Background: an optimization exercise with open tools, aiming at small area, a short achievable clock period and few clock cycles. Do not read the settings as production practice. The RTL was checked by simulation tests, not by an equivalence proof against the original design. Power and IR drop assume default switching activity.

// seq_datapath
module seq_datapath #(
    parameter int W       = 32,
    parameter int NREGS   = 16,
    parameter bit R0_ZERO = 1'b0,
    localparam int AW     = $clog2(NREGS)
) (
    input  logic          clk,
    input  logic          clr,
    input  logic          start,
    input  logic [3:0]    op,
    input  logic [AW-1:0] ra,
    input  logic [AW-1:0] rb,
    input  logic [AW-1:0] rc,
    input  logic          wr_en,
    input  logic [AW-1:0] wr_addr,
    input  logic [W-1:0]  wr_data,
    input  logic [AW-1:0] rd_addr,
    output logic [W-1:0]  rd_data,
    output logic [W-1:0]  hi,
    output logic [W-1:0]  lo,
    output logic          busy,
    output logic          done,
    output logic          err
);
    logic [W-1:0]   r_regs [NREGS];
    logic [NREGS-1:0] r_valid;
    logic           r_pv;
    logic [AW-1:0]  r_pa;
    logic [W-1:0]   r_pd;
    logic           r_wr_rej;
    logic           w_busy;
    logic           w_acc;
    logic           w_we;
    logic [AW-1:0]  w_waddr;
    logic [W-1:0]   w_wdata;
    logic [NREGS-1:0] w_wen;
    logic           r_ex_we;      
    logic           r_ex_mul;
    logic [AW-1:0]  r_ex_ra;
    logic [W-1:0]   r_a;
    logic [W-1:0]   r_b;
    logic           r_sub;
    logic           r_neg;
    logic           r_inv;
    logic           r_shl;
    logic           r_sra;
    logic [1:0]     r_sel;
    logic           r_ex_v;
    logic           r_ex_ill;
    logic           r_dn_v;
    logic           r_dn_ill;
    logic [2*W-1:0] r_ps;
    logic [2*W-1:0] r_pc;
    logic           r_pm;         
    logic [W-1:0]   r_hi;
    logic [W-1:0]   r_lo;
    logic           r_p2_v;
    logic           r_p2_ill;
    logic [W-1:0]   w_alu_y;
    logic           w_host_wr;
    logic           w_legal;
    logic [W-1:0]   w_rd_b;
    logic [W-1:0]   w_rd_c;
    logic [W-1:0]   w_fwd_b;
    logic [W-1:0]   w_fwd_c;
    logic [2*W-1:0] w_prod_s;
    logic [2*W-1:0] w_prod_c;
    logic [2*W-1:0] w_hilo;
    assign w_busy    = r_pv;
    assign w_acc     = start && !w_busy;
    assign w_host_wr = wr_en && !w_busy && !(R0_ZERO && (wr_addr == '0));
  ...
For scale: about 7400 cells after synthesis, about 840 flip-flops, ~160 I/O pins, ~65000 µm² of cells after synthesis.
export LEC_CHECK = 0
export ABC_AREA = 1
export CAP_MARGIN = 10
export CORE_MARGIN = 2
export CORE_UTILIZATION = 45
export CTS_BUF_LIST = sky130_fd_sc_hd__clkbuf_8
export CTS_CLUSTER_DIAMETER = 55
export CTS_CLUSTER_SIZE = 14
export PLACE_DENSITY = 0.58
export SETUP_SLACK_MARGIN = 5.0
export SLEW_MARGIN = 10
create_clock -name core_clock -period 12.0 [get_ports {clk}]
standard.sh (not shown) runs the stock make flow with config.mk's settings and CLKGATE_MAP_FILE= SYNTH_SCRIPT=/design/flow/synth_recipe.tcl, a recipe that flattens the netlist after the stock synthesis.
==> flow/flow/run.sh <==
#!/bin/bash
# The standard layout, with repair_timing aiming further below the clock period
# and the smallest buffer on the ports (the resizer upsizes where timing needs it).
set -uo pipefail
bash standard.sh SETUP_SLACK_MARGIN=5.5 "BUFFER_PORTS_ARGS=-buffer_cell sky130_fd_sc_hd__buf_1" finish > standard_make.log 2>&1
The starting point completed with no timing, DRC or antenna violations.
Testbench counts at the start, summed over its fixed seeds: cycles 3,224.
Rerun with:
- CAP_MARGIN: 10 -> 20
- CORE_UTILIZATION: 45 -> 40
- PLACE_DENSITY: 0.58 -> 0.55
- SLEW_MARGIN: 10 -> 20
First-iteration DRC count fell by 2.3%.
Total power stays flat.
Hold slack hardly moves.
Setup slack is better by 0.013 ns.
Critical path depth went up by 2.
Register-to-register slack degrades by 0.06 ns.
Global-route usage goes down by 3.3 points.

---

Starting RTL as in the previous note.
Design seq_datapath, start of the top module:
module seq_datapath #(
    parameter int W       = 32,
    parameter int NREGS   = 16,
    parameter bit R0_ZERO = 1'b0,
    localparam int AW     = $clog2(NREGS)
) (
    input  logic          clk,
    input  logic          clr,
    input  logic          start,
    input  logic [3:0]    op,
    input  logic [AW-1:0] ra,
    input  logic [AW-1:0] rb,
    input  logic [AW-1:0] rc,
    input  logic          wr_en,
    input  logic [AW-1:0] wr_addr,
    input  logic [W-1:0]  wr_data,
    input  logic [AW-1:0] rd_addr,
    output logic [W-1:0]  rd_data,
    output logic [W-1:0]  hi,
    output logic [W-1:0]  lo,
    output logic          busy,
    output logic          done,
    output logic          err
);
==> flow/config.mk <==
export PLATFORM = sky130hd
export DESIGN_NAME = seq_datapath
export DESIGN_NICKNAME = seq_datapath
export VERILOG_FILES = /design/flow/design.v
export SDC_FILE = /design/flow/constraint.sdc
export NUM_CORES = 4
export LEC_CHECK = 0
export ABC_AREA = 1
export CAP_MARGIN = 20
export CORE_MARGIN = 2
export CORE_UTILIZATION = 50
export CTS_BUF_LIST = sky130_fd_sc_hd__clkbuf_8
export CTS_CLUSTER_DIAMETER = 55
export CTS_CLUSTER_SIZE = 14
export PLACE_DENSITY = 0.62
export SETUP_SLACK_MARGIN = 5.0
export SLEW_MARGIN = 20
==> flow/constraint.sdc <==
create_clock -name core_clock -period 12.0 [get_ports {clk}]
set_input_delay 2.4000 -clock core_clock [delete_from_list [all_inputs] [get_ports {clk}]]
set_output_delay 2.4000 -clock core_clock [all_outputs]
set_load 0.01 [all_outputs]
Scripts as last shown in full above: flow/flow/run.sh
Testbench counts at the start, summed over its fixed seeds: cycles 3,224.
==> next run, changes <==
CORE_UTILIZATION = 45   (was 50)
PLACE_DENSITY = 0.58   (was 0.62)
Cell count grows by a few percent.
Die area rose by roughly a tenth.
Cell area drops slightly.
Global-route usage decreases by 6.0 points.
Clock-buffer cell count decreases by 3.
Wire length is lower by a few percent.
Sequential share of layout area goes up by 0.12 points.

==> separate check: timing with driven ports <==
Ports are ideal in the flow. The routed layouts listed here were re-timed in OpenROAD. Step 1: set_driving_cell puts a clkbuf_16 on clk and a buf_2 on each other input, an assumption about the parent block. Step 2 times the ports against the registers' clock, not the clock port: input delays grow and output delays shrink by t, the midpoint of the rising clock arrivals with the driver on. Slacks: ideal / step 1 / step 2; pairs: ideal / step 1.
run | t (ns) | setup slack, ns | worst setup path at the end | pins driven straight from the clock port
the first run of note 1 | 0.953 | 5.413 / 5.352 / 5.352 | input to output | 1
the second run of note 1 | 0.914 | 5.426 / 5.376 / 5.376 | input to output | 1
the first run of note 2 | 0.958 | 5.367 / 5.310 / 5.310 | input to output | 1
the second run of note 2 | 0.956 | 5.449 / 5.380 / 5.380 | input to output | 1
After both steps every run listed still meets setup and hold. For the second run of note 2, which loses most, drivers alone change the setup slack by -0.069 ns; drivers and shift together by -0.069 ns.
